This design comes from an exercise in tuning for small area, a short achievable clock period and few clock cycles on the open sky130 flow, not from production work.
Function was not checked in any run shown here: the RTL went through the layout flow alone.

==> design.v <==
package agg_pkg;
	localparam int NUM_VERTICES = 16;  
	localparam int FEAT_LANES = 4;  
	localparam int ELEM_W = 16;
	localparam int VADDR_W = 4;  
	localparam int COUNT_W = 8;
	localparam int PROD_W = 2 * ELEM_W;  
	localparam int FEAT_W = FEAT_LANES * ELEM_W;  
	localparam int CODE_W = 24;  
	localparam int ISSUE_W = 1 + CODE_W + 1 + 1 + 1 + VADDR_W;
	localparam int ISSUE_DST = 0;  
	localparam int ISSUE_RUN_END = VADDR_W;  
	localparam int ISSUE_LAST = VADDR_W + 1;  
	localparam int ISSUE_FIRST = VADDR_W + 2;  
	localparam int ISSUE_WEIGHT = VADDR_W + 3;  
	localparam int ISSUE_VALID = VADDR_W + 3 + CODE_W;
	localparam int MUL_ROWS = 2;  
endpackage
package link_pkg;
	localparam int CREDITS = 4;  
	localparam int PTR_W = 2;  
	localparam int CNT_W = 3;  
	localparam logic REC_HEADER = 1'b0;
	localparam logic REC_EDGE = 1'b1;
	localparam int REC_W = 1 + 4 + 8 + 16;
	localparam int REC_WEIGHT = 0;  
	localparam int REC_COUNT = 16;  
	localparam int REC_ADDR = 24;  
	localparam int REC_KIND = 28;
endpackage
`timescale 1ns/100ps
module feature_buffer #(
	parameter bit FWD = 0  
) (
	input logic clk,
	input logic we,
	input logic [agg_pkg::VADDR_W-1:0] wr_addr,
	input logic [agg_pkg::FEAT_W-1:0] wr_data,
	input logic rd_en,
	input logic [agg_pkg::VADDR_W-1:0] rd_addr,
	output logic [agg_pkg::FEAT_W-1:0] rd_data
);
	logic [agg_pkg::FEAT_W-1:0] mem [agg_pkg::NUM_VERTICES];
	always_ff @(posedge clk) begin
		if (we) begin
			mem[wr_addr] <= wr_data;
		end
	end
	always_ff @(posedge clk) begin
		if (FWD && we && wr_addr == rd_addr) begin
			rd_data <= wr_data;
		end else if (rd_en) begin
			rd_data <= mem[rd_addr];
		end
	end
endmodule
`timescale 1ns/100ps
module record_ingress (
	input logic clk,
	input logic rst,
	input logic rec_valid,
	input logic [link_pkg::REC_W-1:0] rec,
	input logic pop,
	output logic [link_pkg::REC_W-1:0] head,
	output logic head_valid,
	output logic credit_return
);
	logic [link_pkg::REC_W-1:0] mem [link_pkg::CREDITS];
	logic [link_pkg::PTR_W-1:0] wr_ptr;
	logic [link_pkg::PTR_W-1:0] rd_ptr;
	logic [link_pkg::CNT_W-1:0] count;
	logic do_pop;
	assign head = mem[rd_ptr];
	assign head_valid = (count != '0);
	assign do_pop = pop && head_valid;
	always_ff @(posedge clk) begin
		if (rec_valid) begin
			mem[wr_ptr] <= rec;  
		end
	end
	always_ff @(posedge clk) begin
		if (rst) begin
			wr_ptr <= '0;
			rd_ptr <= '0;
			count <= '0;
			credit_return <= 1'b0;
		end else begin
			credit_return <= do_pop;  
			if (rec_valid) begin
				wr_ptr <= wr_ptr + 1'b1;  
			end
			if (do_pop) begin
				rd_ptr <= rd_ptr + 1'b1;
			end
			case ({rec_valid, do_pop})
				2'b10: count <= count + 1'b1;
				2'b01: count <= count - 1'b1;
				default: count <= count;
			endcase
		end
	end
endmodule
`timescale 1ns/100ps
module aggregate_ctrl (
	input logic clk,
	input logic rst,
	input logic start,
	input logic [agg_pkg::COUNT_W-1:0] num_vertices,
	input logic [link_pkg::REC_W-1:0] head,
	input logic head_valid,
	input logic load_we,
	output logic pop,
	output logic [agg_pkg::VADDR_W-1:0] src_rd_addr,
	output logic src_rd_en,
	output logic [agg_pkg::ISSUE_W-1:0] issue,
	output logic done,
	output logic busy
);
	logic pf_valid;
	logic pf_stale;  
	logic pf_header;
	logic [agg_pkg::VADDR_W-1:0] pf_addr;
	logic [agg_pkg::COUNT_W-1:0] pf_count;
	logic pf_count0;
	logic [agg_pkg::CODE_W-1:0] pf_code;  
	logic [agg_pkg::CODE_W-1:0] head_code;
	logic issuing;  
	logic in_run;  
	logic done_late;  
	logic [agg_pkg::COUNT_W-1:0] vert_left;  
	logic [agg_pkg::COUNT_W-1:0] edges_left;  
	logic [agg_pkg::VADDR_W-1:0] cur_dst;
	logic [agg_pkg::VADDR_W-1:0] head_addr;
	logic [agg_pkg::COUNT_W-1:0] head_count;
	logic [agg_pkg::ELEM_W-1:0] head_weight;
	logic head_header;
	logic pf_ready;
	logic take;
	logic term_last;
	logic term_end;  
	logic term_end_start;  
	logic done_now;
	assign head_addr = head[link_pkg::REC_ADDR +: agg_pkg::VADDR_W];
	assign head_count = head[link_pkg::REC_COUNT +: agg_pkg::COUNT_W];
	assign head_weight = head[link_pkg::REC_WEIGHT +: agg_pkg::ELEM_W];
	assign head_header = (head[link_pkg::REC_KIND] == link_pkg::REC_HEADER);
	booth_enc enc_i (
		.w(head_header ? agg_pkg::ELEM_W'(1) : head_weight),
		.code(head_code)
	);
	assign pf_ready = pf_valid && !pf_stale;
	assign take = pf_ready && (issuing || start);
	assign pop = head_valid && !load_we && !pf_stale && (!pf_valid || take);
	assign src_rd_addr = pf_stale ? pf_addr : head_addr;
	assign src_rd_en = pop || (pf_stale && !load_we);
	assign term_last = pf_header ? pf_count0 : (edges_left == agg_pkg::COUNT_W'(1));
	assign term_end = term_last && (pf_header ? (vert_left == agg_pkg::COUNT_W'(1)) : (vert_left == '0));
	assign term_end_start = pf_count0 && (num_vertices == agg_pkg::COUNT_W'(1));
	assign done_now = issuing && pf_ready && term_end;
	assign done = done_now || done_late;
	assign busy = in_run && !done;
	assign issue[agg_pkg::ISSUE_VALID] = take;
	assign issue[agg_pkg::ISSUE_FIRST] = pf_header;
	assign issue[agg_pkg::ISSUE_LAST] = term_last;
	assign issue[agg_pkg::ISSUE_RUN_END] = 1'b0;  
	assign issue[agg_pkg::ISSUE_WEIGHT +: agg_pkg::CODE_W] = pf_code;
	assign issue[agg_pkg::ISSUE_DST +: agg_pkg::VADDR_W] = pf_header ? pf_addr : cur_dst;
	always_ff @(posedge clk) begin
		if (rst) begin
			pf_valid <= 1'b0;
			pf_stale <= 1'b0;
			issuing <= 1'b0;
			in_run <= 1'b0;
			done_late <= 1'b0;
			vert_left <= '0;
			edges_left <= '0;
		end else begin
			if (pop) begin
				pf_valid <= 1'b1;
			end else if (take) begin
				pf_valid <= 1'b0;
			end
			if (load_we) begin
				pf_stale <= pf_valid;
			end else begin
				pf_stale <= 1'b0;  
			end
			done_late <= start && take && term_end_start;
			if (start) begin
				in_run <= 1'b1;
			end else if (done) begin
				in_run <= 1'b0;
			end
			if (start) begin
				issuing <= !(take && term_end_start);
			end else if (done_now) begin
				issuing <= 1'b0;
			end
			if (take) begin
				if (pf_header) begin
					vert_left <= (start ? num_vertices : vert_left) - 1'b1;
					edges_left <= pf_count;
				end else begin
					edges_left <= edges_left - 1'b1;
				end
			end else if (start) begin
				vert_left <= num_vertices;
				edges_left <= '0;
			end
		end
	end
	always_ff @(posedge clk) begin
		if (pop) begin
			pf_header <= head_header;
			pf_addr <= head_addr;
			pf_count <= head_count;
			pf_count0 <= (head_count == '0);
			pf_code <= head_code;
		end
		if (take && pf_header) begin
			cur_dst <= pf_addr;
		end
	end
endmodule
`timescale 1ns/100ps
module vector_mac (
	input logic clk,
	input logic rst,
	input logic [agg_pkg::ISSUE_W-1:0] issue,
	input logic [agg_pkg::FEAT_W-1:0] src_data,
	output logic dst_we,
	output logic [agg_pkg::VADDR_W-1:0] dst_addr,
	output logic [agg_pkg::FEAT_W-1:0] dst_data
);
	localparam int ROWS = agg_pkg::MUL_ROWS;
	logic [agg_pkg::CODE_W-1:0] code;
	logic s2_valid;
	logic s2_first;
	logic s2_last;
	logic [agg_pkg::VADDR_W-1:0] s2_dst;
	logic [agg_pkg::FEAT_LANES*ROWS*agg_pkg::ELEM_W-1:0] s1_rows;
	logic [agg_pkg::FEAT_LANES*ROWS*agg_pkg::ELEM_W-1:0] s2_rows;
	logic [agg_pkg::FEAT_W-1:0] acc;
	logic [agg_pkg::FEAT_W-1:0] acc_next;
	assign code = issue[agg_pkg::ISSUE_WEIGHT +: agg_pkg::CODE_W];
	for (genvar i = 0; i < agg_pkg::FEAT_LANES; i++) begin : g_lane
		localparam int RW = ROWS * agg_pkg::ELEM_W;
		logic [agg_pkg::ELEM_W-1:0] acc_in;
		mul_lo16_cs mul_i (
			.a(src_data[i*agg_pkg::ELEM_W +: agg_pkg::ELEM_W]),
			.code(code),
			.rows(s1_rows[i*RW +: RW])
		);
		assign acc_in = s2_first ? '0 : acc[i*agg_pkg::ELEM_W +: agg_pkg::ELEM_W];
		acc_sum_cs sum_i (
			.acc(acc_in),
			.rows(s2_rows[i*RW +: RW]),
			.sum(acc_next[i*agg_pkg::ELEM_W +: agg_pkg::ELEM_W])  
		);
	end
	always_ff @(posedge clk) begin
		if (rst) begin
			s2_valid <= 1'b0;
		end else begin
			s2_valid <= issue[agg_pkg::ISSUE_VALID];
		end
	end
	always_ff @(posedge clk) begin
		s2_first <= issue[agg_pkg::ISSUE_FIRST];
		s2_last <= issue[agg_pkg::ISSUE_LAST];
		s2_dst <= issue[agg_pkg::ISSUE_DST +: agg_pkg::VADDR_W];
		s2_rows <= s1_rows;
	end
	always_ff @(posedge clk) begin
		if (s2_valid) begin
			acc <= acc_next;
		end
	end
	assign dst_we = s2_valid && s2_last;
	assign dst_addr = s2_dst;
	assign dst_data = acc_next;
endmodule
module booth_enc (
	input logic [15:0] w,
	output logic [23:0] code  
);
	logic [16:0] wx;
	assign wx = {w, 1'b0};
	for (genvar j = 0; j < 8; j++) begin : g_digit
		logic b0, b1, b2;  
		assign b0 = wx[2*j];
		assign b1 = wx[2*j+1];
		assign b2 = wx[2*j+2];
		assign code[j] = b1 ^ b0;  
		assign code[8+j] = (b2 & !b1 & !b0) | (!b2 & b1 & b0);  
		assign code[16+j] = b2 & !(b1 & b0);  
	end
endmodule
module mul_lo16_cs (
	input logic [15:0] a,
	input logic [23:0] code,
	output logic [2*16-1:0] rows
);
	logic [7:0] one, two, neg;
	logic [16:0] ax;
	assign {neg, two, one} = code;
	assign ax = {a, 1'b0};
	logic [15:0] pp0;  
	for (genvar k = 0; k < 16; k++) begin : g_pp0
		assign pp0[k] = ((one[0] & ax[k+1]) | (two[0] & ax[k])) ^ neg[0];
	end
	logic [13:0] pp1;  
	for (genvar k = 0; k < 14; k++) begin : g_pp1
		assign pp1[k] = ((one[1] & ax[k+1]) | (two[1] & ax[k])) ^ neg[1];
	end
	logic [11:0] pp2;  
	for (genvar k = 0; k < 12; k++) begin : g_pp2
		assign pp2[k] = ((one[2] & ax[k+1]) | (two[2] & ax[k])) ^ neg[2];
	end
	logic [9:0] pp3;  
	for (genvar k = 0; k < 10; k++) begin : g_pp3
		assign pp3[k] = ((one[3] & ax[k+1]) | (two[3] & ax[k])) ^ neg[3];
	end
	logic [7:0] pp4;  
	for (genvar k = 0; k < 8; k++) begin : g_pp4
		assign pp4[k] = ((one[4] & ax[k+1]) | (two[4] & ax[k])) ^ neg[4];
	end
	logic [5:0] pp5;  
	for (genvar k = 0; k < 6; k++) begin : g_pp5
		assign pp5[k] = ((one[5] & ax[k+1]) | (two[5] & ax[k])) ^ neg[5];
	end
	logic [3:0] pp6;  
	for (genvar k = 0; k < 4; k++) begin : g_pp6
		assign pp6[k] = ((one[6] & ax[k+1]) | (two[6] & ax[k])) ^ neg[6];
	end
	logic [1:0] pp7;  
	for (genvar k = 0; k < 2; k++) begin : g_pp7
		assign pp7[k] = ((one[7] & ax[k+1]) | (two[7] & ax[k])) ^ neg[7];
	end
	logic m1;
	logic m2;
	logic m3;
	logic m4;
	logic m5;
	logic m6;
	logic m7;
	logic m8;
	logic m9;
	logic m10;
	logic m11;
	logic m12;
	logic m13;
	logic m14;
	logic m15;
	logic m16;
	logic m17;
	logic m18;
	logic m19;
	logic m20;
	logic m21;
	logic m22;
	logic m23;
	logic m24;
	logic m25;
	logic m26;
	logic m27;
	logic m28;
	logic m29;
	logic m30;
	logic m31;
	logic m32;
	logic m33;
	logic m34;
	logic m35;
	logic m36;
	logic m37;
	logic m38;
	logic m39;
	logic m40;
	logic m41;
	logic m42;
	logic m43;
	logic m44;
	logic m45;
	logic m46;
	logic m47;
	logic m48;
	logic m49;
	logic m50;
	logic m51;
	logic m52;
	logic m53;
	logic m54;
	logic m55;
	logic m56;
	logic m57;
	logic m58;
	logic m59;
	logic m60;
	logic m61;
	logic m62;
	logic m63;
	logic m64;
	logic m65;
	logic m66;
	logic m67;
	logic m68;
	logic m69;
	logic m70;
	logic m71;
	logic m72;
	logic m73;
	logic m74;
	logic m75;
	logic m76;
	logic m77;
	logic m78;
	logic m79;
	logic m80;
	logic m81;
	logic m82;
	logic m83;
	logic m84;
	logic m85;
	logic m86;
	logic m87;
	logic m88;
	logic m89;
	logic m90;
	logic m91;
	logic m92;
	logic m93;
	logic m94;
	logic m95;
	logic m96;
	logic m97;
	logic m98;
	logic m99;
	logic m100;
	logic m101;
	logic m102;
	logic m103;
	logic m104;
	logic m105;
	logic m106;
	logic m107;
	logic m108;
	logic m109;
	logic m110;
	logic m111;
	logic m112;
	assign m1 = pp0[10] ^ pp1[8];
	assign m2 = pp0[10] & pp1[8];
	assign m3 = pp0[11] ^ pp1[9];
	assign m4 = pp0[11] & pp1[9];
	assign m5 = pp0[12] ^ pp1[10] ^ pp2[8];
	assign m6 = (pp0[12] & pp1[10]) | (pp0[12] & pp2[8]) | (pp1[10] & pp2[8]);
	assign m7 = pp3[6] ^ pp4[4];
	assign m8 = pp3[6] & pp4[4];
	assign m9 = pp0[13] ^ pp1[11] ^ pp2[9];
	assign m10 = (pp0[13] & pp1[11]) | (pp0[13] & pp2[9]) | (pp1[11] & pp2[9]);
	assign m11 = pp3[7] ^ pp4[5];
	assign m12 = pp3[7] & pp4[5];
	assign m13 = pp0[14] ^ pp1[12] ^ pp2[10];
	assign m14 = (pp0[14] & pp1[12]) | (pp0[14] & pp2[10]) | (pp1[12] & pp2[10]);
	assign m15 = pp3[8] ^ pp4[6] ^ pp5[4];
	assign m16 = (pp3[8] & pp4[6]) | (pp3[8] & pp5[4]) | (pp4[6] & pp5[4]);
	assign m17 = pp6[2] ^ pp7[0];
	assign m18 = pp6[2] & pp7[0];
	assign m19 = pp0[15] ^ pp1[13] ^ pp2[11];
	assign m20 = (pp0[15] & pp1[13]) | (pp0[15] & pp2[11]) | (pp1[13] & pp2[11]);
	assign m21 = pp3[9] ^ pp4[7] ^ pp5[5];
	assign m22 = (pp3[9] & pp4[7]) | (pp3[9] & pp5[5]) | (pp4[7] & pp5[5]);
	assign m23 = pp6[3] ^ pp7[1];
	assign m24 = pp6[3] & pp7[1];
	assign m25 = pp0[6] ^ pp1[4];
	assign m26 = pp0[6] & pp1[4];
	assign m27 = pp0[7] ^ pp1[5];
	assign m28 = pp0[7] & pp1[5];
	assign m29 = pp0[8] ^ pp1[6] ^ pp2[4];
	assign m30 = (pp0[8] & pp1[6]) | (pp0[8] & pp2[4]) | (pp1[6] & pp2[4]);
	assign m31 = pp3[2] ^ pp4[0];
	assign m32 = pp3[2] & pp4[0];
	assign m33 = pp0[9] ^ pp1[7] ^ pp2[5];
	assign m34 = (pp0[9] & pp1[7]) | (pp0[9] & pp2[5]) | (pp1[7] & pp2[5]);
	assign m35 = pp3[3] ^ pp4[1];
	assign m36 = pp3[3] & pp4[1];
	assign m37 = m1 ^ pp2[6] ^ pp3[4];
	assign m38 = (m1 & pp2[6]) | (m1 & pp3[4]) | (pp2[6] & pp3[4]);
	assign m39 = pp4[2] ^ pp5[0] ^ neg[5];
	assign m40 = (pp4[2] & pp5[0]) | (pp4[2] & neg[5]) | (pp5[0] & neg[5]);
	assign m41 = m2 ^ m3 ^ pp2[7];
	assign m42 = (m2 & m3) | (m2 & pp2[7]) | (m3 & pp2[7]);
	assign m43 = pp3[5] ^ pp4[3] ^ pp5[1];
	assign m44 = (pp3[5] & pp4[3]) | (pp3[5] & pp5[1]) | (pp4[3] & pp5[1]);
	assign m45 = m4 ^ m5 ^ m7;
	assign m46 = (m4 & m5) | (m4 & m7) | (m5 & m7);
	assign m47 = pp5[2] ^ pp6[0] ^ neg[6];
	assign m48 = (pp5[2] & pp6[0]) | (pp5[2] & neg[6]) | (pp6[0] & neg[6]);
	assign m49 = m6 ^ m8 ^ m9;
	assign m50 = (m6 & m8) | (m6 & m9) | (m8 & m9);
	assign m51 = m11 ^ pp5[3] ^ pp6[1];
	assign m52 = (m11 & pp5[3]) | (m11 & pp6[1]) | (pp5[3] & pp6[1]);
	assign m53 = m10 ^ m12 ^ m13;
	assign m54 = (m10 & m12) | (m10 & m13) | (m12 & m13);
	assign m55 = m15 ^ m17 ^ neg[7];
	assign m56 = (m15 & m17) | (m15 & neg[7]) | (m17 & neg[7]);
	assign m57 = m14 ^ m16 ^ m18;
	assign m58 = (m14 & m16) | (m14 & m18) | (m16 & m18);
	assign m59 = m19 ^ m21 ^ m23;
	assign m60 = (m19 & m21) | (m19 & m23) | (m21 & m23);
	assign m61 = pp0[4] ^ pp1[2];
	assign m62 = pp0[4] & pp1[2];
	assign m63 = pp0[5] ^ pp1[3];
	assign m64 = pp0[5] & pp1[3];
	assign m65 = m25 ^ pp2[2] ^ pp3[0];
	assign m66 = (m25 & pp2[2]) | (m25 & pp3[0]) | (pp2[2] & pp3[0]);
	assign m67 = m26 ^ m27 ^ pp2[3];
	assign m68 = (m26 & m27) | (m26 & pp2[3]) | (m27 & pp2[3]);
	assign m69 = m28 ^ m29 ^ m31;
	assign m70 = (m28 & m29) | (m28 & m31) | (m29 & m31);
	assign m71 = m30 ^ m32 ^ m33;
	assign m72 = (m30 & m32) | (m30 & m33) | (m32 & m33);
	assign m73 = m34 ^ m36 ^ m37;
	assign m74 = (m34 & m36) | (m34 & m37) | (m36 & m37);
	assign m75 = m38 ^ m40 ^ m41;
	assign m76 = (m38 & m40) | (m38 & m41) | (m40 & m41);
	assign m77 = m42 ^ m44 ^ m45;
	assign m78 = (m42 & m44) | (m42 & m45) | (m44 & m45);
	assign m79 = m46 ^ m48 ^ m49;
	assign m80 = (m46 & m48) | (m46 & m49) | (m48 & m49);
	assign m81 = m50 ^ m52 ^ m53;
	assign m82 = (m50 & m52) | (m50 & m53) | (m52 & m53);
	assign m83 = m54 ^ m56 ^ m57;
	assign m84 = (m54 & m56) | (m54 & m57) | (m56 & m57);
	assign m85 = pp0[2] ^ pp1[0];
	assign m86 = pp0[2] & pp1[0];
	assign m87 = pp0[3] ^ pp1[1];
	assign m88 = pp0[3] & pp1[1];
	assign m89 = m61 ^ pp2[0] ^ neg[2];
	assign m90 = (m61 & pp2[0]) | (m61 & neg[2]) | (pp2[0] & neg[2]);
	assign m91 = m62 ^ m63 ^ pp2[1];
	assign m92 = (m62 & m63) | (m62 & pp2[1]) | (m63 & pp2[1]);
	assign m93 = m64 ^ m65 ^ neg[3];
	assign m94 = (m64 & m65) | (m64 & neg[3]) | (m65 & neg[3]);
	assign m95 = m66 ^ m67 ^ pp3[1];
	assign m96 = (m66 & m67) | (m66 & pp3[1]) | (m67 & pp3[1]);
	assign m97 = m68 ^ m69 ^ neg[4];
	assign m98 = (m68 & m69) | (m68 & neg[4]) | (m69 & neg[4]);
	assign m99 = m70 ^ m71 ^ m35;
	assign m100 = (m70 & m71) | (m70 & m35) | (m71 & m35);
	assign m101 = m72 ^ m73 ^ m39;
	assign m102 = (m72 & m73) | (m72 & m39) | (m73 & m39);
	assign m103 = m74 ^ m75 ^ m43;
	assign m104 = (m74 & m75) | (m74 & m43) | (m75 & m43);
	assign m105 = m76 ^ m77 ^ m47;
	assign m106 = (m76 & m77) | (m76 & m47) | (m77 & m47);
	assign m107 = m78 ^ m79 ^ m51;
	assign m108 = (m78 & m79) | (m78 & m51) | (m79 & m51);
	assign m109 = m80 ^ m81 ^ m55;
	assign m110 = (m80 & m81) | (m80 & m55) | (m81 & m55);
	assign m111 = m82 ^ m83 ^ m59;
	assign m112 = (m82 & m83) | (m82 & m59) | (m83 & m59);
	assign rows[0*16 +: 16] = {m110, m108, m106, m104, m102, m100, m98, m96, m94, m92, m90, m88, m86, m85, pp0[1], pp0[0]};
	assign rows[1*16 +: 16] = {m111, m109, m107, m105, m103, m101, m99, m97, m95, m93, m91, m89, m87, neg[1], 1'b0, neg[0]};
endmodule
module acc_sum_cs (
	input logic [15:0] acc,
	input logic [2*16-1:0] rows,
	output logic [15:0] sum
);
	logic s1;
	logic s2;
	logic s3;
	logic s4;
	logic s5;
	logic s6;
	logic s7;
	logic s8;
	logic s9;
	logic s10;
	logic s11;
	logic s12;
	logic s13;
	logic s14;
	logic s15;
	logic s16;
	logic s17;
	logic s18;
	logic s19;
	logic s20;
	logic s21;
	logic s22;
	logic s23;
	logic s24;
	logic s25;
	logic s26;
	logic s27;
	logic s28;
	logic s29;
	logic s30;
	logic s31;
	logic s32;
	assign s1 = acc[0] ^ rows[0*16+0];
	assign s2 = acc[0] & rows[0*16+0];
	assign s3 = acc[1] ^ rows[0*16+1] ^ rows[1*16+1];
	assign s4 = (acc[1] & rows[0*16+1]) | (acc[1] & rows[1*16+1]) | (rows[0*16+1] & rows[1*16+1]);
	assign s5 = acc[2] ^ rows[0*16+2] ^ rows[1*16+2];
	assign s6 = (acc[2] & rows[0*16+2]) | (acc[2] & rows[1*16+2]) | (rows[0*16+2] & rows[1*16+2]);
	assign s7 = acc[3] ^ rows[0*16+3] ^ rows[1*16+3];
	assign s8 = (acc[3] & rows[0*16+3]) | (acc[3] & rows[1*16+3]) | (rows[0*16+3] & rows[1*16+3]);
	assign s9 = acc[4] ^ rows[0*16+4] ^ rows[1*16+4];
	assign s10 = (acc[4] & rows[0*16+4]) | (acc[4] & rows[1*16+4]) | (rows[0*16+4] & rows[1*16+4]);
	assign s11 = acc[5] ^ rows[0*16+5] ^ rows[1*16+5];
	assign s12 = (acc[5] & rows[0*16+5]) | (acc[5] & rows[1*16+5]) | (rows[0*16+5] & rows[1*16+5]);
	assign s13 = acc[6] ^ rows[0*16+6] ^ rows[1*16+6];
	assign s14 = (acc[6] & rows[0*16+6]) | (acc[6] & rows[1*16+6]) | (rows[0*16+6] & rows[1*16+6]);
	assign s15 = acc[7] ^ rows[0*16+7] ^ rows[1*16+7];
	assign s16 = (acc[7] & rows[0*16+7]) | (acc[7] & rows[1*16+7]) | (rows[0*16+7] & rows[1*16+7]);
	assign s17 = acc[8] ^ rows[0*16+8] ^ rows[1*16+8];
	assign s18 = (acc[8] & rows[0*16+8]) | (acc[8] & rows[1*16+8]) | (rows[0*16+8] & rows[1*16+8]);
	assign s19 = acc[9] ^ rows[0*16+9] ^ rows[1*16+9];
	assign s20 = (acc[9] & rows[0*16+9]) | (acc[9] & rows[1*16+9]) | (rows[0*16+9] & rows[1*16+9]);
	assign s21 = acc[10] ^ rows[0*16+10] ^ rows[1*16+10];
	assign s22 = (acc[10] & rows[0*16+10]) | (acc[10] & rows[1*16+10]) | (rows[0*16+10] & rows[1*16+10]);
	assign s23 = acc[11] ^ rows[0*16+11] ^ rows[1*16+11];
	assign s24 = (acc[11] & rows[0*16+11]) | (acc[11] & rows[1*16+11]) | (rows[0*16+11] & rows[1*16+11]);
	assign s25 = acc[12] ^ rows[0*16+12] ^ rows[1*16+12];
	assign s26 = (acc[12] & rows[0*16+12]) | (acc[12] & rows[1*16+12]) | (rows[0*16+12] & rows[1*16+12]);
	assign s27 = acc[13] ^ rows[0*16+13] ^ rows[1*16+13];
	assign s28 = (acc[13] & rows[0*16+13]) | (acc[13] & rows[1*16+13]) | (rows[0*16+13] & rows[1*16+13]);
	assign s29 = acc[14] ^ rows[0*16+14] ^ rows[1*16+14];
	assign s30 = (acc[14] & rows[0*16+14]) | (acc[14] & rows[1*16+14]) | (rows[0*16+14] & rows[1*16+14]);
	assign s31 = acc[15] ^ rows[0*16+15] ^ rows[1*16+15];
	assign s32 = (acc[15] & rows[0*16+15]) | (acc[15] & rows[1*16+15]) | (rows[0*16+15] & rows[1*16+15]);
	assign sum = {s30, s28, s26, s24, s22, s20, s18, s16, s14, s12, s10, s8, s6, s4, s2, s1} + {s31, s29, s27, s25, s23, s21, s19, s17, s15, s13, s11, s9, s7, s5, s3, rows[1*16+0]};
endmodule
`timescale 1ns/100ps
module aggregate_top (
	input logic clk,
	input logic rst,
	input logic start,
	input logic [agg_pkg::COUNT_W-1:0] num_vertices,
	input logic rec_valid,
	input logic [link_pkg::REC_W-1:0] rec,
	output logic credit_return,
	input logic load_we,
	input logic [agg_pkg::VADDR_W-1:0] load_addr,
	input logic [agg_pkg::FEAT_W-1:0] load_data,
	input logic [agg_pkg::VADDR_W-1:0] rd_addr,
	output logic [agg_pkg::FEAT_W-1:0] rd_data,
	output logic busy,
	output logic done
);
	logic [link_pkg::REC_W-1:0] head;
	logic head_valid;
	logic pop;
	logic [agg_pkg::VADDR_W-1:0] src_rd_addr;
	logic src_rd_en;
	logic [agg_pkg::FEAT_W-1:0] src_data;
	logic [agg_pkg::ISSUE_W-1:0] issue;
	logic dst_we;
	logic [agg_pkg::VADDR_W-1:0] dst_addr;
	logic [agg_pkg::FEAT_W-1:0] dst_data;
	record_ingress ingress_i (
		.clk(clk),
		.rst(rst),
		.rec_valid(rec_valid),
		.rec(rec),
		.pop(pop),
		.head(head),
		.head_valid(head_valid),
		.credit_return(credit_return)
	);
	aggregate_ctrl ctrl_i (
		.clk(clk),
		.rst(rst),
		.start(start),
		.num_vertices(num_vertices),
		.head(head),
		.head_valid(head_valid),
		.load_we(load_we),
		.pop(pop),
		.src_rd_addr(src_rd_addr),
		.src_rd_en(src_rd_en),
		.issue(issue),
		.done(done),
		.busy(busy)
	);
	feature_buffer #(.FWD(0)) src_buf_i (  
		.clk(clk),
		.we(load_we),
		.wr_addr(load_addr),
		.wr_data(load_data),
		.rd_en(src_rd_en),
		.rd_addr(src_rd_addr),
		.rd_data(src_data)
	);
	vector_mac mac_i (
		.clk(clk),
		.rst(rst),
		.issue(issue),
		.src_data(src_data),
		.dst_we(dst_we),
		.dst_addr(dst_addr),
		.dst_data(dst_data)
	);
	feature_buffer #(.FWD(1)) dst_buf_i (  
		.clk(clk),
		.we(dst_we),
		.wr_addr(dst_addr),
		.wr_data(dst_data),
		.rd_en(1'b1),
		.rd_addr(rd_addr),
		.rd_data(rd_data)
	);
endmodule
==> run.sh <==
#!/bin/bash
# synth_recipe.tcl (not shown) runs the flow's synth.tcl, then flattens the netlist and writes it again
# the make line also repeats each setting of config.mk as NAME=value (left out here)
make -C /OpenROAD-flow-scripts/flow DESIGN_CONFIG=/design/flow/config.mk WORK_HOME=/design/flow/orfs CLKGATE_MAP_FILE= SYNTH_SCRIPT=/design/flow/synth_recipe.tcl finish
==> config.mk <==
export PLATFORM = sky130hd
export DESIGN_NAME = aggregate_top
export DESIGN_NICKNAME = aggregate_top
export VERILOG_FILES = /design/flow/design.v
export SDC_FILE = /design/flow/constraint.sdc
export NUM_CORES = 4
export LEC_CHECK = 0
export CAP_MARGIN = 20
export CORE_MARGIN = 2
export CORE_UTILIZATION = 40
export SETUP_SLACK_MARGIN = 5
export SLEW_MARGIN = 20
==> constraint.sdc <==
create_clock -name core_clock -period 8.5 [get_ports {clk}]
set_input_delay 1.7000 -clock core_clock [delete_from_list [all_inputs] [get_ports {clk}]]
set_output_delay 1.7000 -clock core_clock [all_outputs]
set_load 0.01 [all_outputs]
==> reports/qor.csv, run 1 <==
stage,metric,value,unit
run_status,status,no timing/DRC/antenna violations,
synth,ys_ff_latch,2494,
global_route,grt_pass1_vias,67973,
timing,fin_tns_setup,0,ns
place,io_buffer_count,180,
synth,seq_area_frac_synth,66.3,%
worst_setup_path,cp_data_required_time,6.80,ns
timing,slew_headroom,18.5,%
die,die_h,530,um
clock_network,root_buffer,clkbuf_16,
clock_network,cts_tree,built,
finish,drive_gt1_share,17.9,%
global_route,grt_pass1_wl,451,mm
synth,synth_edf_count,2334,
clock_network,cts.clk_slew.worst_paths,0.06,ns
worst_setup_path,critPathKind,flip-flop to output pin,
worst_setup_path,worstPathMaxFanout,6,
routing,drt-initial-drc-count,7725,
routing,vias_per_cell,5.88,
global_route,grt_max_degree,175,
timing,skew,0.0763,ns
clock_network,cts_buffers,276,
synth,async_reset_ff_share,0,%
synth,netlist_area,111000,sq um
timing,finalSetupViolCount,0,
synth,yosys_warnings,5,
finish,instances_no_fill,11490,
place,post-place-cells,10801,
worst_setup_path,crit_buf_inv,6,
global_route,gr-total-overflow,0,
worst_setup_path,max_stage_delay,0.53,ns
clock_network,cts-htree-levels,5,
finish,area_growth,18.0,%
global_route,track_usage,21.6,%
finish,fin_nets,8031,
worst_setup_path,endpoint_kind,output pin,
routing,wl_per_cell,27.2,um
synth,netlist_instances,7277,
worst_setup_path,critPathLaunchType,flip-flop,
place,place.gp.congestion,0.805,
global_route,antenna_found_initial,37,
die,dieArea,281000,sq um
worst_setup_path,cp.arrival,3.13,ns
timing,holdWs,0.497,ns
worst_setup_path,crit_family,multiplexers,
place,post-dp-hpwl,160,mm
timing,finalCritPeriodShare,56.8,%
synth,synth_nets,7715,
clock_network,cts_buffer_depth,4,
hold_path,hold_class,flip-flop to flip-flop,
routing,dr.pass1.iters,6,
die,num_rows,192,
worst_setup_path,crit_top_cell,buf_16,
synth,synthFlopType,edfxtp_1,
routing,vias,67595,
clock_network,clock_sinks,2494,
timing,maxSlewViolCount,0,
flow_run,maxCapViolations,0,
worst_setup_path,cp_slowest_cell,mux4_2,
timing,finalHoldViolations,0,
die,io_pins,181,
routing,drt_wl_total,312,mm
routing,drc_errors,0,
timing,period_needed,4.83,ns
clock_network,clock_latency,0.88,ns
die,start_util,40.3,%
synth,synth_cell_types,72,
routing,ant_nets,0,
timing,fmax,207,MHz
die,die_w,530,um
die,core_area,274000,sq um
timing,worst_slew_pin_slew,1.22,ns
synth,synth.avg_cell_area,15.2,sq um
worst_setup_path,cp_cell_sequence,buf_16 -> buf_16 -> buf_12 -> buf_12 -> buf_16 -> mux4_2 -> mux4_2 -> buf_6,
timing,rsz0062_at_grt,true,
## cells by family after synthesis
group | Yosys count | synth area share, %
buf+inv | 947 | 3.41
simple gates | 988 | 3.82
compound gates | 1753 | 11.0
mux | 382 | 7.39
flops | 2494 | 66.3
xor+xnor | 389 | 3.08
fa+ha+maj | 324 | 4.95
## synth_stat cells (all sizes together) (189+ instances only)
cell type	count	share of area [%]
nor2	296	1.0
nand2	484	1.6
clkbuf	326	1.1
xnor2	312	2.5
inv	439	1.5
o22ai	194	1.1
a21oi	588	2.7
o221ai	256	2.1
edfxtp	2334	63
a22oi	259	1.8
fa	189	3.4
mux4	345	7.0
## worst paths after layout
check                              startpoint                              end  slack (ns)  cells after the start
setup reg to reg   ctrl_i.pf_stale$_SDFF_PP0_  src_buf_i.rd_data[11]$_DFFE_PP_        4.94                      5
hold reg to reg   ctrl_i.cur_dst[1]$_DFFE_PP_          mac_i.s2_dst[1]$_DFF_P_        0.50                      1
setup / recovery                    flip-flop                      rd_data[46]        3.67                      8
hold / removal    ctrl_i.cur_dst[1]$_DFFE_PP_          mac_i.s2_dst[1]$_DFF_P_        0.50                      1
## routing by layer
layer  track usage, %  vias up  part of all wire [%]
met5                0        -                  0.12
met2             35.8     3061                    48
li1                 -    28818                     -
met3             4.16      651                   8.3
met4             7.13       54                   3.3
met1             28.5    35011                    40
## stage by stage
| stage | utilization (%) | worst slack (ns) | area [sq um] |
|---|---|---|---|
| after floorplan | - | 4.33 | 111000 |
| after global placement | 42.5 | 2.99 | 117000 |
| after detailed placement | 42.5 | 2.97 | 117000 |
| after CTS | 47.0 | 3.61 | 129000 |
| after global routing | 47.5 | 3.60 | 130000 |
| final | 47.5 | 3.67 | 130000 |
## flip-flops by register name, summed over array words and instances, names as in the netlist, 2 cells and up, named ones only
| name | flops |
|---|---|
| dst_buf_i.mem | 1024 |
| src_buf_i.mem | 1024 |
| mac_i.s2_rows | 118 |
| ingress_i.mem | 116 |
| mac_i.acc | 64 |
| src_buf_i.rd_data | 64 |
| ctrl_i.pf_code | 24 |
| ctrl_i.edges_left | 8 |
| ctrl_i.pf_count | 8 |
| ctrl_i.vert_left | 8 |
| ctrl_i.cur_dst | 4 |
| ctrl_i.pf_addr | 4 |
| mac_i.s2_dst | 4 |
| ingress_i.count | 3 |
| ingress_i.rd_ptr | 2 |
| ingress_i.wr_ptr | 2 |
## area by class of cell
type,instances,area [sq um]
Clock buffer,338,7250
Clock inverter,145,1490
Multi-Input combinational cell,3852,35100
Tap cell,3686,4610
Antenna cell,6,15.0
Timing Repair Buffer,528,6940
Sequential cell,2494,73300
Inverter,441,1680
Fill cell,23195,144000
## what timing repair did
action	4_1_cts	5_1_grt
gates cloned	54	16
hold buffers	0	0
pin swaps	37	50
setup endpoints to repair	1775	722
setup buffers	102	28
resized for setup	523	209
## cell usage in the layout, fill, tap and decap left out, types with 115 or more instances in the layout
cell type,netlist,layout
nor2_1,296,268
clkbuf_16,0,292
fa_1,189,182
dfxtp_1,160,152
o221ai_1,244,243
a21oi_1,588,566
nand2_1,482,478
buf_4,7,145
a22oi_1,259,248
inv_1,436,434
o22ai_1,194,194
ha_1,135,115
edfxtp_1,2334,2334
mux4_2,345,345
xnor2_1,312,290
==> inputs of run 2 (changes only) <==
--- a/design.v
+++ b/design.v
@@ -42,6 +42,21 @@
 );
-	logic [agg_pkg::FEAT_W-1:0] mem [agg_pkg::NUM_VERTICES];
-	always_ff @(posedge clk) begin
-		if (we) begin
-			mem[wr_addr] <= wr_data;
+	logic [agg_pkg::NUM_VERTICES-1:0][agg_pkg::FEAT_W-1:0] mem;
+	logic [agg_pkg::NUM_VERTICES-1:0] rd_sel;
+	logic fwd_hit;
+	logic [agg_pkg::FEAT_W-1:0] rd_next;
+	for (genvar i = 0; i < agg_pkg::NUM_VERTICES; i++) begin : g_slot
+		always_ff @(posedge clk) begin
+			if (we && wr_addr == agg_pkg::VADDR_W'(i)) begin
+				mem[i] <= wr_data;
+			end
+		end
+	end
+	assign fwd_hit = FWD && we && (wr_addr == rd_addr);
+	for (genvar i = 0; i < agg_pkg::NUM_VERTICES; i++) begin : g_sel
+		assign rd_sel[i] = (rd_addr == agg_pkg::VADDR_W'(i)) && !fwd_hit;
+	end
+	always_comb begin
+		rd_next = {agg_pkg::FEAT_W{fwd_hit}} & wr_data;
+		for (int i = 0; i < agg_pkg::NUM_VERTICES; i++) begin
+			rd_next = rd_next | ({agg_pkg::FEAT_W{rd_sel[i]}} & mem[i]);
 		end
@@ -49,6 +64,4 @@
 	always_ff @(posedge clk) begin
-		if (FWD && we && wr_addr == rd_addr) begin
-			rd_data <= wr_data;
-		end else if (rd_en) begin
-			rd_data <= mem[rd_addr];
+		if (rd_en) begin
+			rd_data <= rd_next;
 		end
@@ -67,3 +80,6 @@
 );
-	logic [link_pkg::REC_W-1:0] mem [link_pkg::CREDITS];
+	localparam int SLOT_W = 1 + 4 + 16;  
+	logic [SLOT_W-1:0] mem [link_pkg::CREDITS];
+	logic [SLOT_W-1:0] slot_in;
+	logic [SLOT_W-1:0] slot_out;
 	logic [link_pkg::PTR_W-1:0] wr_ptr;
@@ -72,3 +88,7 @@
 	logic do_pop;
-	assign head = mem[rd_ptr];
+	assign slot_in = {rec[link_pkg::REC_KIND], rec[link_pkg::REC_ADDR +: 4],
+		(rec[link_pkg::REC_KIND] == link_pkg::REC_HEADER)
+			? {8'd0, rec[link_pkg::REC_COUNT +: 8]} : rec[link_pkg::REC_WEIGHT +: 16]};
+	assign slot_out = mem[rd_ptr];
+	assign head = {slot_out[20:16], slot_out[7:0], slot_out[15:0]};
 	assign head_valid = (count != '0);
@@ -77,3 +97,3 @@
 		if (rec_valid) begin
-			mem[wr_ptr] <= rec;  
+			mem[wr_ptr] <= slot_in;  
 		end
@@ -125,6 +145,4 @@
 	logic [agg_pkg::CODE_W-1:0] pf_code;  
-	logic [agg_pkg::CODE_W-1:0] head_code;
 	logic issuing;  
 	logic in_run;  
-	logic done_late;  
 	logic [agg_pkg::COUNT_W-1:0] vert_left;  
@@ -136,2 +154,4 @@
 	logic head_header;
+	logic [agg_pkg::CODE_W-1:0] head_code;
+	logic [agg_pkg::COUNT_W-1:0] vl;  
 	logic pf_ready;
@@ -139,5 +159,13 @@
 	logic term_last;
-	logic term_end;  
-	logic term_end_start;  
-	logic done_now;
+	logic term_end;
+	logic pf_valid_n;
+	logic pf_stale_n;
+	logic pf_header_n;
+	logic pf_count0_n;
+	logic issuing_n;
+	logic in_run_n;
+	logic [agg_pkg::COUNT_W-1:0] vert_left_n;
+	logic [agg_pkg::COUNT_W-1:0] edges_left_n;
+	logic term_end_n;
+	logic done_n;
 	assign head_addr = head[link_pkg::REC_ADDR +: agg_pkg::VADDR_W];
@@ -150,2 +178,8 @@
 	);
+	function automatic logic is_end(input logic header, input logic count0,
+			input logic [agg_pkg::COUNT_W-1:0] vleft, input logic [agg_pkg::COUNT_W-1:0] eleft);
+		is_end = header ? (count0 && (vleft == agg_pkg::COUNT_W'(1)))
+			: ((eleft == agg_pkg::COUNT_W'(1)) && (vleft == '0));
+	endfunction
+	assign vl = start ? num_vertices : vert_left;
 	assign pf_ready = pf_valid && !pf_stale;
@@ -156,7 +190,24 @@
 	assign term_last = pf_header ? pf_count0 : (edges_left == agg_pkg::COUNT_W'(1));
-	assign term_end = term_last && (pf_header ? (vert_left == agg_pkg::COUNT_W'(1)) : (vert_left == '0));
-	assign term_end_start = pf_count0 && (num_vertices == agg_pkg::COUNT_W'(1));
-	assign done_now = issuing && pf_ready && term_end;
-	assign done = done_now || done_late;
-	assign busy = in_run && !done;
+	assign term_end = is_end(pf_header, pf_count0, vl, edges_left);
+	always_comb begin
+		pf_valid_n = pop || (pf_valid && !take);
+		pf_stale_n = load_we && pf_valid;  
+		pf_header_n = pop ? head_header : pf_header;
+		pf_count0_n = pop ? (head_count == '0) : pf_count0;
+		vert_left_n = vl;
+		edges_left_n = start ? '0 : edges_left;
+		if (take) begin
+			if (pf_header) begin
+				vert_left_n = vl - 1'b1;
+				edges_left_n = pf_count;
+			end else begin
+				edges_left_n = edges_left - 1'b1;
+			end
+		end
+		issuing_n = (issuing || start) && !(take && term_end);
+		in_run_n = (in_run || start) && !done;
+		term_end_n = is_end(pf_header_n, pf_count0_n, vert_left_n, edges_left_n);
+		done_n = (issuing_n && pf_valid_n && !pf_stale_n && term_end_n)
+			|| (start && take && term_end);
+	end
 	assign issue[agg_pkg::ISSUE_VALID] = take;
@@ -173,3 +224,4 @@
 			in_run <= 1'b0;
-			done_late <= 1'b0;
+			done <= 1'b0;
+			busy <= 1'b0;
 			vert_left <= '0;
@@ -177,34 +229,10 @@
 		end else begin
-			if (pop) begin
-				pf_valid <= 1'b1;
-			end else if (take) begin
-				pf_valid <= 1'b0;
-			end
-			if (load_we) begin
-				pf_stale <= pf_valid;
-			end else begin
-				pf_stale <= 1'b0;  
-			end
-			done_late <= start && take && term_end_start;
-			if (start) begin
-				in_run <= 1'b1;
-			end else if (done) begin
-				in_run <= 1'b0;
-			end
-			if (start) begin
-				issuing <= !(take && term_end_start);
-			end else if (done_now) begin
-				issuing <= 1'b0;
-			end
-			if (take) begin
-				if (pf_header) begin
-					vert_left <= (start ? num_vertices : vert_left) - 1'b1;
-					edges_left <= pf_count;
-				end else begin
-					edges_left <= edges_left - 1'b1;
-				end
-			end else if (start) begin
-				vert_left <= num_vertices;
-				edges_left <= '0;
-			end
+			pf_valid <= pf_valid_n;
+			pf_stale <= pf_stale_n;
+			issuing <= issuing_n;
+			in_run <= in_run_n;
+			done <= done_n;
+			busy <= in_run_n && !done_n;
+			vert_left <= vert_left_n;
+			edges_left <= edges_left_n;
 		end
@@ -212,7 +240,7 @@
 	always_ff @(posedge clk) begin
+		pf_header <= pf_header_n;
+		pf_count0 <= pf_count0_n;
 		if (pop) begin
-			pf_header <= head_header;
 			pf_addr <= head_addr;
 			pf_count <= head_count;
-			pf_count0 <= (head_count == '0);
 			pf_code <= head_code;
==> run 2 against run 1 <==
  * Clock-buffer cell count increased by 25
  * Area after synthesis fell by 7.0%
==> reports/qor.csv, run 2 <==
stage,metric,value,unit,change
run_status,status,no timing/DRC/antenna violations,,
clock_network,root_buffer,clkbuf_16,,
routing,wl_per_cell,30.8,um,+13%
synth,synthFlopType,edfxtp_1,,
synth,seq_area_frac_synth,71.6,%,+5.2 points
die,die_h,511,um,-3.5%
finish,final_cell_mix,"edfxtp_1 (2,300), a22oi_1 (674), inv_1 (355), xnor2_1 (304)",,
finish,final_common_cell,edfxtp_1,,
global_route,grt_pass1_wl,454,mm,+0.55%
worst_setup_path,cp_slowest_cell,fa_1,,
timing,finalHoldViolations,0,,unchanged
worst_setup_path,worstPathMaxFanout,5,,-1
clock_network,clock_latency,0.94,ns,+0.06 ns
synth,ys_ff_latch,2523,,+1.2%
routing,vias,63130,,-6.6%
finish,instances_no_fill,10557,,-8.1%
place,post-dp-hpwl,165,mm,+3.1%
die,core_area,256000,sq um,-6.6%
flow_run,maxCapViolations,0,,unchanged
worst_setup_path,critPathKind,flip-flop to flip-flop,,
worst_setup_path,startpoint,mac_i.s2_rows[114]$_DFF_P_,,
synth,yosysMostFrequentCell,edfxtp_1,,
global_route,grt_pass1_vias,61871,,-9.0%
worst_setup_path,endpoint_kind,flip-flop,,
timing,fin_tns_setup,0,ns,unchanged
global_route,antenna_found_initial,54,,+46%
worst_setup_path,crit_top_cell,buf_6,,
worst_setup_path,reg2reg_setup_slack,4.80,ns,-0.14 ns
finish,fin_area,125000,sq um,-4.2%
synth,yosysTopAreaCell,edfxtp_1,,
hold_path,hold_class,flip-flop to flip-flop,,
synth,async_reset_ff_share,0,%,unchanged
clock_network,cts_buffer_depth,4,,unchanged
synth,synth_edf_count,2300,,-1.5%
timing,worst_slew_pin_slew,1.14,ns,-0.0820 ns
routing,vias_per_cell,5.98,,+1.6%
timing,skew,0.0615,ns,-0.0148 ns
clock_network,cts_tree,built,,
finish,area_growth,21.6,%,
place,place.gp.congestion,0.796,,-1.2%
synth,synth_nets,6812,,-12%
worst_setup_path,worstReg2RegStart,mac_i.s2_rows[114]$_DFF_P_,,
finish,fin_nets,7407,,-7.8%
routing,drt-initial-drc-count,7781,,+0.72%
worst_setup_path,r2r_cells,17,,+12
worst_setup_path,critPathLaunchType,flip-flop,,
hold_path,timing.hold.worst_path_depth,1,,unchanged
finish,nFillCells,21159,,-8.8%
finish,largestRegisters,"dst_buf_i.mem (1024), src_buf_i.mem (1024), mac_i.s2_rows (118)",,
timing,slew_headroom,23.9,%,+5.4 points
worst_setup_path,cp_data_required_time,9.24,ns,+2.44 ns
synth,yosys_warnings,5,,unchanged
worst_setup_path,crit_cells,17,,+9
clock_network,ctsHoldBuffers,0,,unchanged
worst_setup_path,crit_buf_inv,7,,+1
hold_path,whs_endpoint,ctrl_i.in_run$_SDFF_PP0_,,
die,num_rows,186,,-3.1%
clock_network,cts_buffers,280,,+1.4%
synth,yosys-top-cells-count,"edfxtp_1 (2,300), a22oi_1 (791), inv_1 (362), xnor2_1 (323), clkbuf_1 (241)",,
worst_setup_path,max_stage_delay,0.48,ns,-0.05 ns
worst_setup_path,cp.arrival,4.44,ns,+1.31 ns
timing,fmax,270,MHz,+31%
synth,netlist_instances,6373,,-12%
timing,period_needed,3.70,ns,-1.13 ns
synth,synth.avg_cell_area,16.1,sq um,+6.2%
clock_network,cts.clk_slew.worst_paths,0.06,ns,about the same
synth,synth_cell_types,81,,+13%
timing,maxSlewViolCount,0,,unchanged
worst_setup_path,cp_cell_sequence,clkinvlp_4 -> buf_6 -> buf_6 -> buf_6 -> fa_1 -> inv_2 -> ha_4 -> a211oi_4 -> o211ai_1 -> buf_4 -> a41oi_4 -> o21a_1 -> o21ai_4 -> a21oi_4 -> mux2i_4 -> buf_6 -> o2111ai_2,,
finish,drive_gt1_share,19.3,%,+1.4 points
worst_setup_path,crit_family,compound AO/OA/AOI/OAI gates,,
routing,drc_errors,0,,unchanged
synth,netlist_area,103000,sq um,-7.0%
global_route,track_usage,24.0,%,+2.4 points
timing,finalCritPeriodShare,43.5,%,-13 points
timing,rsz0062_at_grt,true,,
worst_setup_path,reg2reg_to,dst_buf_i.rd_data[31]$_DFF_P_,,
clock_network,clock_sinks,2523,,+1.2%
finish,postLayoutCoreUtil,48.8,%,+1.2 points
synth,synth_area_leaders,"edfxtp_1 (67%), a22oi_1 (5.8%), dfxtp_1 (4.3%)",,
synth,synth_top_area_share,67.2,%,+3.8 points
die,die_w,511,um,-3.5%
routing,ant_nets,0,,unchanged
die,io_pins,181,,unchanged
die,start_util,40.1,%,-0.18 points
place,post-place-cells,9746,,-9.8%
place,io_buffer_count,180,,unchanged
global_route,grt_max_degree,65,,-63%
timing,finalSetupViolCount,0,,unchanged
timing,holdWs,0.440,ns,-0.0565 ns
hold_path,min-delay-start,ctrl_i.done$_SDFF_PP0_,,
routing,drt_wl_total,325,mm,+4.1%
routing,dr.pass1.iters,8,,+2
place,placed_cell_area,110000,sq um,-5.7%
clock_network,cts-htree-levels,5,,unchanged
die,dieArea,261000,sq um,-7.0%
global_route,gr-total-overflow,0,,unchanged
==> run 2: cell count changes in the layout (fill, tap and decap cells not counted), sizes merged, moves of 135 or more <==
cell,before,now
o22ai,194,4
o221ai,256,0
a22o,0,166
mux4,346,21
nand2,487,155
nor2,298,137
nand4,9,144
a22oi,259,791
a21oi,588,70
==> run 2: timing repair <==
action | 4_1_cts | 5_1_grt
buffers inserted | 187 | 63
endpoints found under the setup margin | 1767 | 463
pin swaps | 112 | 100
resized for setup | 496 | 159
cloned | 59 | 15
==> run 2: area by class of cell <==
class / instances / area, sq um / share of cell area, %
clock buffers: 363 / 7500 / 6.01
inverters: 366 / 1390 / 1.11
repair buffers: 673 / 7920 / 6.34
diodes: 13 / 32.5 / 0.0260
well taps: 3384 / 4230 / 3.39
flip-flops and latches: 2523 / 73600 / 58.9
clock inverters: 111 / 1000 / 0.804
multi-input cells: 3124 / 29300 / 23.5
==> run 2: metrics by stage <==
step,setup slack [ns]
after floorplan,4.23
after global placement,2.10
after detailed placement,1.99
after CTS,4.64
after global routing,4.70
final,4.80
==> run 2: worst max path at each step <==
| stage | to | slack (ns) |
|---|---|---|
| global route | dst_buf_i.rd_data[31]$_DFF_P_ | 4.70 |
| detailed placement | dst_buf_i.rd_data[3]$_DFF_P_ | 1.99 |
| global placement | dst_buf_i.rd_data[3]$_DFF_P_ | 2.10 |
| finish | dst_buf_i.rd_data[31]$_DFF_P_ | 4.80 |
| floorplan | src_buf_i.mem[0]$_DFFE_PP_ | 4.23 |
| CTS | dst_buf_i.rd_data[62]$_DFF_P_ | 4.64 |
==> run 2: logic make-up (layout without fill, tap and decap cells) <==
group | Yosys count | in the layout | share of synthesized area [%]
other cells | 0 | 13 | 0
mux | 87 | 87 | 1.15
fa+ha+maj | 325 | 325 | 5.34
buf+inv | 750 | 1513 | 2.93
compound gates | 1528 | 1528 | 11.6
simple gates | 761 | 777 | 4.00
xor+xnor | 399 | 407 | 3.40
flops | 2523 | 2523 | 71.6
==> run 2: per-layer routing <==
layer | GRT usage [%] | wire [um] | up-vias
met4 | 9.70 | 14900 | 54
met5 | 0 | 356 | -
li1 | - | - | 26331
met1 | 31.2 | 125000 | 32613
met2 | 39.7 | 155000 | 3384
met3 | 4.25 | 30000 | 748
==> inputs of run 3 (changes only) <==
--- a/config.mk
+++ b/config.mk
@@ -12 +12,2 @@
 export SLEW_MARGIN = 20
+export TNS_END_PERCENT = 100
==> run 3 against run 2 <==
  * Area after synthesis stayed put
  * Still clean
  * Core utilization stayed put
  * Die area stayed put
  * Sequential share of layout area stayed put
  * Via count stayed put
  * Final area stayed put
  * Wire length stayed put
==> reports/qor.csv, run 3 <==
stage,metric,value,unit,change
worst_setup_path,crit_cells,17,,unchanged
timing,worst_slew_pin_slew,1.14,ns,unchanged
routing,drt-initial-drc-count,7781,,unchanged
synth,synth_area_leaders,"edfxtp_1 (67%), a22oi_1 (5.8%), dfxtp_1 (4.3%)",,
die,die_h,511,um,unchanged
timing,rsz0062_at_grt,true,,
run_status,status,no timing/DRC/antenna violations,,
synth,yosysTopAreaCell,edfxtp_1,,
finish,regArea,73600,sq um,unchanged
place,dpl_worst_slack,1.99,ns,unchanged
die,start_util,40.1,%,unchanged
routing,drt_wl_total,325,mm,unchanged
synth,yosysMostFrequentCell,edfxtp_1,,
timing,finalSetupViolCount,0,,unchanged
clock_network,clock_sinks,2523,,unchanged
routing,wl_per_cell,30.8,um,unchanged
finish,drive_gt1_share,19.3,%,unchanged
timing,skew,0.0615,ns,unchanged
synth,synth_nets,6812,,unchanged
place,place.gp.congestion,0.796,,unchanged
worst_setup_path,critPathKind,flip-flop to flip-flop,,
finish,final_common_cell,edfxtp_1,,
synth,yosys_warnings,5,,unchanged
routing,ant_nets,0,,unchanged
clock_network,clock_latency,0.94,ns,about the same
timing,slew_headroom,23.9,%,unchanged
global_route,grt_pass1_vias,61871,,unchanged
routing,vias,63130,,unchanged
die,core_area,256000,sq um,unchanged
synth,async_reset_ff_share,0,%,unchanged
timing,maxSlewViolCount,0,,unchanged
place,placed_cell_area,110000,sq um,unchanged
synth,synthFlopType,edfxtp_1,,
clock_network,root_buffer,clkbuf_16,,
timing,fmax,270,MHz,unchanged
worst_setup_path,crit_top_cell,buf_6,,
worst_setup_path,endpoint_kind,flip-flop,,
clock_network,cts_buffer_depth,4,,unchanged
worst_setup_path,critPathLaunchType,flip-flop,,
clock_network,ctsHoldBuffers,0,,unchanged
clock_network,cts_buffers,280,,unchanged
global_route,track_usage,24.0,%,unchanged
worst_setup_path,crit_buf_inv,7,,unchanged
timing,finalCritPeriodShare,43.5,%,unchanged
worst_setup_path,worstPathMaxFanout,5,,unchanged
synth,synth_top_area_share,67.2,%,unchanged
die,die_w,511,um,unchanged
timing,holdWs,0.440,ns,unchanged
timing,fin_ws,4.80,ns,unchanged
die,num_rows,186,,unchanged
flow_run,maxCapViolations,0,,unchanged
synth,synth.avg_cell_area,16.1,sq um,unchanged
place,io_buffer_count,180,,unchanged
synth,ys_ff_latch,2523,,unchanged
place,post-dp-hpwl,165,mm,unchanged
synth,netlist_instances,6373,,unchanged
finish,multiInputGateArea,29300,sq um,unchanged
global_route,gr-total-overflow,0,,unchanged
synth,netlist_area,103000,sq um,unchanged
global_route,grt_pass1_wl,454,mm,unchanged
hold_path,hold_class,flip-flop to flip-flop,,
finish,nFillCells,21159,,unchanged
global_route,grt_max_degree,65,,unchanged
worst_setup_path,cp_cell_sequence,clkinvlp_4 -> buf_6 -> buf_6 -> buf_6 -> fa_1 -> inv_2 -> ha_4 -> a211oi_4 -> o211ai_1 -> buf_4 -> a41oi_4 -> o21a_1 -> o21ai_4 -> a21oi_4 -> mux2i_4 -> buf_6 -> o2111ai_2,,
synth,synth_edf_count,2300,,unchanged
hold_path,timing.hold.worst_path_depth,1,,unchanged
clock_network,cts_tree,built,,
die,io_pins,181,,unchanged
finish,largestRegisters,"dst_buf_i.mem (1024), src_buf_i.mem (1024), mac_i.s2_rows (118)",,
synth,yosys-top-cells-count,"edfxtp_1 (2,300), a22oi_1 (791), inv_1 (362), xnor2_1 (323), clkbuf_1 (241)",,
timing,finalHoldViolations,0,,unchanged
synth,synth_cell_types,81,,unchanged
timing,fin_tns_setup,0,ns,unchanged
worst_setup_path,max_stage_delay,0.48,ns,about the same
clock_network,cts.clk_slew.worst_paths,0.06,ns,about the same
finish,fin_nets,7407,,unchanged
routing,dr.pass1.iters,8,,unchanged
clock_network,cts-htree-levels,5,,unchanged
routing,vias_per_cell,5.98,,unchanged
worst_setup_path,cp_data_required_time,9.24,ns,about the same
worst_setup_path,cp_slowest_cell,fa_1,,
finish,area_growth,21.6,%,unchanged
timing,period_needed,3.70,ns,unchanged
global_route,antenna_found_initial,54,,unchanged
worst_setup_path,r2r_cells,17,,unchanged
worst_setup_path,cp.arrival,4.44,ns,about the same
synth,seq_area_frac_synth,71.6,%,unchanged
finish,final_cell_mix,"edfxtp_1 (2,300), a22oi_1 (674), inv_1 (355), xnor2_1 (304)",,
routing,drc_errors,0,,unchanged
worst_setup_path,crit_family,compound AO/OA/AOI/OAI gates,,
die,dieArea,261000,sq um,unchanged
finish,fin_area,125000,sq um,unchanged
run 3: cell counts after synthesis:
No cell type changed its count.
run 3: area by class of cell:
class | instances | area share (%)
well taps | 3384 | 3.39
clock buffers | 363 | 6.01
inverters | 366 | 1.11
diodes | 13 | 0.0260
repair buffers | 673 | 6.34
flip-flops and latches | 2523 | 58.9
multi-input cells | 3124 | 23.5
clock inverters | 111 | 0.804
run 3: cell families after synthesis:
| kind of cell | Yosys count | synth area share [%] |
|---|---|---|
| compound gates | 1528 | 11.6 |
| xor+xnor | 399 | 3.40 |
| fa+ha+maj | 325 | 5.34 |
| buf+inv | 750 | 2.93 |
| flops | 2523 | 71.6 |
| mux | 87 | 1.15 |
| simple gates | 761 | 4.00 |
run 3: worst paths after layout:
| kind | start | to | slack (ns) |
|---|---|---|---|
| min reg2reg | ctrl_i.done$_SDFF_PP0_ | ctrl_i.in_run$_SDFF_PP0_ | 0.44 |
| max | mac_i.s2_rows[114]$_DFF_P_ | dst_buf_i.rd_data[31]$_DFF_P_ | 4.80 |
| max reg2reg | mac_i.s2_rows[114]$_DFF_P_ | dst_buf_i.rd_data[31]$_DFF_P_ | 4.80 |
| min | ctrl_i.done$_SDFF_PP0_ | ctrl_i.in_run$_SDFF_PP0_ | 0.44 |
run 3: routing by layer:
layer / vias up / GRT usage (%) / share of wire, %
li1: 26331 / - / -
met1: 32613 / 31.2 / 38
met2: 3384 / 39.7 / 48
met3: 748 / 4.25 / 9.2
met4: 54 / 9.70 / 4.6
met5: - / 0 / 0.11
run 3: stage by stage:
step                utilization, %  cells
floorplan                        -   6373
global placement              42.9   9746
detailed placement            42.9   9746
CTS                           48.1  10466
global route                  48.8  10545
finish                        48.8  10557
run 3: repair_timing:
item,CTS,global route
setup buffers,187,63
endpoints found under the setup margin,1767,463
cloned,59,15
pin swaps,112,100
gates resized for setup,496,159
==> inputs of run 4 (changes only) <==
==> flow/run.sh (new file) <==
#!/bin/bash
set -euo pipefail
MARGIN=${MARGIN:-5.6}
sed "s/SETUP_SLACK_MARGIN=[0-9.]*/SETUP_SLACK_MARGIN=$MARGIN/" standard.sh > standard_margin.sh
grep -q "SETUP_SLACK_MARGIN=$MARGIN" standard_margin.sh
bash standard_margin.sh > standard.log 2>&1
==> standard.sh (new file) <==
#!/bin/bash
# synth_recipe.tcl (not shown) runs the flow's synth.tcl, then flattens the netlist and writes it again
# the make line also repeats each setting of config.mk as NAME=value (left out here)
make -C /OpenROAD-flow-scripts/flow DESIGN_CONFIG=/design/flow/config.mk WORK_HOME=/design/flow/orfs CLKGATE_MAP_FILE= SYNTH_SCRIPT=/design/flow/synth_recipe.tcl "${@:-finish}"
removed: run.sh
==> run 4 against run 3 <==
  * Still clean on timing, DRC and antenna
  * Sequential share of layout area fell by 4.1 points
  * Via count rose by 4.8%
  * Final cell count rose by 3.5%
  * Register-to-register slack improved by 0.06 ns
  * Flip-flop and latch count did not move
  * Wire length rose by 9.8%
  * Critical path depth fell by 5
  * Clock skew rose by 0.011 ns
  * Non-clock buffer count rose by 363
  * Largest cell class unchanged
==> reports/qor.csv, run 4 <==
stage,metric,value,unit,change
worst_setup_path,endpoint_kind,flip-flop,,
clock_network,clock_sinks,2523,,unchanged
routing,vias,66137,,+4.8%
global_route,grt_max_degree,65,,unchanged
clock_network,cts_buffer_depth,4,,unchanged
worst_setup_path,reg2reg_to,src_buf_i.rd_data[54]$_DFFE_PP_,,
global_route,grt_pass1_wl,492,mm,+8.5%
die,die_h,511,um,unchanged
place,place.gp.congestion,0.796,,about the same
global_route,antenna_found_initial,40,,-26%
clock_network,clock_latency,0.97,ns,+0.03 ns
global_route,track_usage,26.4,%,+2.4 points
finish,largestRegisters,"dst_buf_i.mem (1024), src_buf_i.mem (1024), mac_i.s2_rows (118)",,
routing,wl_per_cell,32.7,um,+6.1%
timing,fin_ws,4.86,ns,+0.0624 ns
routing,drc_errors,0,,unchanged
synth,synthFlopType,edfxtp_1,,
worst_setup_path,cp_data_required_time,8.91,ns,-0.33 ns
worst_setup_path,worstPathMaxFanout,8,,+3
worst_setup_path,r2r_cells,12,,-5
routing,dr.pass1.iters,6,,-2
finish,fin_nets,7775,,+5.0%
timing,worst_slew_pin_slew,1.14,ns,+0.00126 ns
synth,synth_area_leaders,"edfxtp_1 (67%), a22oi_1 (5.8%), dfxtp_1 (4.3%)",,
timing,finalHoldViolations,0,,unchanged
timing,finalCritPeriodShare,42.8,%,-0.73 points
timing,slew_headroom,23.8,%,-0.084 points
run_status,status,no timing/DRC/antenna violations,,
timing,rsz0062_at_grt,true,,
timing,finalSetupViolCount,0,,unchanged
synth,yosys-top-cells-count,"edfxtp_1 (2,300), a22oi_1 (791), inv_1 (362), xnor2_1 (323), clkbuf_1 (241)",,
global_route,gr-total-overflow,0,,unchanged
hold_path,whs_endpoint,ctrl_i.in_run$_SDFF_PP0_,,
clock_network,root_buffer,clkbuf_16,,
synth,synth_edf_count,2300,,unchanged
routing,drt_wl_total,357,mm,+9.8%
finish,postLayoutCoreUtil,52.5,%,+3.7 points
synth,yosysTopAreaCell,edfxtp_1,,
hold_path,timing.hold.worst_path_depth,1,,unchanged
place,dpl_worst_slack,2.18,ns,+0.194 ns
hold_path,hold_class,flip-flop to flip-flop,,
finish,area_growth,30.9,%,
die,io_pins,181,,unchanged
finish,final_cell_mix,"edfxtp_1 (2,300), a22oi_1 (547), buf_4 (342), inv_1 (312), clkbuf_16 (308)",,
clock_network,cts_buffers,284,,+1.4%
flow_run,maxCapViolations,0,,unchanged
worst_setup_path,critPathKind,flip-flop to flip-flop,,
worst_setup_path,cp.arrival,4.04,ns,-0.40 ns
finish,drive_gt1_share,30.7,%,+11 points
worst_setup_path,critPathLaunchType,flip-flop,,
die,dieArea,261000,sq um,unchanged
synth,yosys_warnings,5,,unchanged
clock_network,cts.clk_slew.worst_paths,0.06,ns,about the same
synth,yosysMostFrequentCell,edfxtp_1,,
timing,fin_tns_setup,0,ns,unchanged
synth,async_reset_ff_share,0,%,unchanged
routing,drt-initial-drc-count,9135,,+17%
hold_path,min-delay-start,ctrl_i.done$_SDFF_PP0_,,
die,core_area,256000,sq um,unchanged
clock_network,ctsHoldBuffers,0,,unchanged
finish,final_common_cell,edfxtp_1,,
die,num_rows,186,,unchanged
synth,seq_area_frac_synth,71.6,%,unchanged
synth,synth_cell_types,81,,unchanged
timing,fmax,275,MHz,+1.7%
synth,synth.avg_cell_area,16.1,sq um,unchanged
synth,synth_nets,6812,,unchanged
## run 4: cells by family (layout without fill, tap and decap cells)
logic type | count (synthesis) | after routing | share of synthesized area (%)
buf+inv | 750 | 1881 | 2.93
flops | 2523 | 2523 | 71.6
compound gates | 1528 | 1528 | 11.6
simple gates | 761 | 780 | 4.00
xor+xnor | 399 | 405 | 3.40
fa+ha+maj | 325 | 325 | 5.34
other cells | 0 | 17 | 0
mux | 87 | 87 | 1.15
## run 4: cell type report
type	instances	area, sq um
diodes	17	42.5
multi-input cells	3125	32100
clock buffers	355	7600
fillers	20015	122000
repair buffers	1036	14300
well taps	3384	4230
flip-flops and latches	2523	73700
inverters	366	1390
clock inverters	124	1130
## run 4: how the worst max path moves through the flow
stage | cells after the start | start | endpoint
after floorplan | 4 | load_we | src_buf_i.mem[0]$_DFFE_PP_
after global placement | 12 | rd_addr[1] | dst_buf_i.rd_data[34]$_DFF_P_
after detailed placement | 12 | rd_addr[1] | dst_buf_i.rd_data[34]$_DFF_P_
after CTS | 13 | mac_i.s2_first$_DFF_P_ | dst_buf_i.rd_data[30]$_DFF_P_
after global routing | 14 | mac_i.s2_first$_DFF_P_ | dst_buf_i.rd_data[59]$_DFF_P_
final | 12 | flip-flop | src_buf_i.rd_data[54]$_DFFE_PP_
## run 4: through the flow
stage	cells	instance area, sq um	hold WS [ns]
2_1_floorplan	6373	106000	0.346
3_3_place_gp	9728	111000	0.419
3_5_place_dp	9732	111000	0.421
4_1_cts	10758	131000	0.434
5_1_grt	10918	135000	0.445
6_report	10930	135000	0.434
## run 4: timing repair
item                                    in CTS  in global routing
endpoints found under the setup margin    2872               1477
gates cloned                               128                 25
buffers inserted                           419                130
resized for setup                         1460                310
pin swaps                                  416                270
## run 4: layer usage
| metal | global-route usage, % | routed length, um | up-vias |
|---|---|---|---|
| met5 | 0 | 207 | - |
| li1 | - | - | 27137 |
| met3 | 5.47 | 37100 | 911 |
| met1 | 33.4 | 129000 | 34060 |
| met2 | 43.0 | 169000 | 3997 |
| met4 | 13.1 | 21400 | 32 |
## run 4: critical path: stages (launching register included)
cell and delay, ns:
dfxtp_4 0.35, buf_12 0.12, mux4_2 0.59, buf_6 0.17
nand2_4 0.05, o21ai_4 0.07, buf_12 0.17, and2_4 0.19
buf_12 0.16, clkbuf_8 0.18, buf_4 0.15, a221oi_2 0.24
nand4_1 0.66

what the ideal ports hide:
No port has a modelled driver above. Below, the same layouts with a new extraction and two added sets of constraints. Step 1 (the two cells are an assumption about what drives the block):
set clk [get_ports {clk}]
set_driving_cell -lib_cell sky130_fd_sc_hd__clkbuf_16 $clk
set_driving_cell -lib_cell sky130_fd_sc_hd__buf_2 [delete_from_list [all_inputs] $clk]
Step 2, shift: input delay + t, output delay - t, t = (earliest + latest rising clock arrival at the registers) / 2. This alone moves slack from input paths to output paths. Three values: ideal, step 1, step 2; two values: the first two.
run | t, ns | slack for setup (ns) | hold WS [ns] | worst setup path after step 2 | clock arrival spread, ns
run 1 | 0.940 | 3.669 / 3.573 / 4.157 | 0.497 / 0.497 / 0.497 | input to register | 0.078 / 0.078
run 2 | 1.016 | 4.802 / 4.802 / 4.032 | 0.440 / 0.440 / 0.440 | input to register | 0.091 / 0.090
run 3 | 1.016 | 4.802 / 4.802 / 4.032 | 0.440 / 0.440 / 0.440 | input to register | 0.091 / 0.090
run 4 | 1.029 | 4.864 / 4.864 / 4.258 | 0.434 / 0.434 / 0.434 | input to register | 0.101 / 0.100
After both steps setup and hold are still met in every run listed.
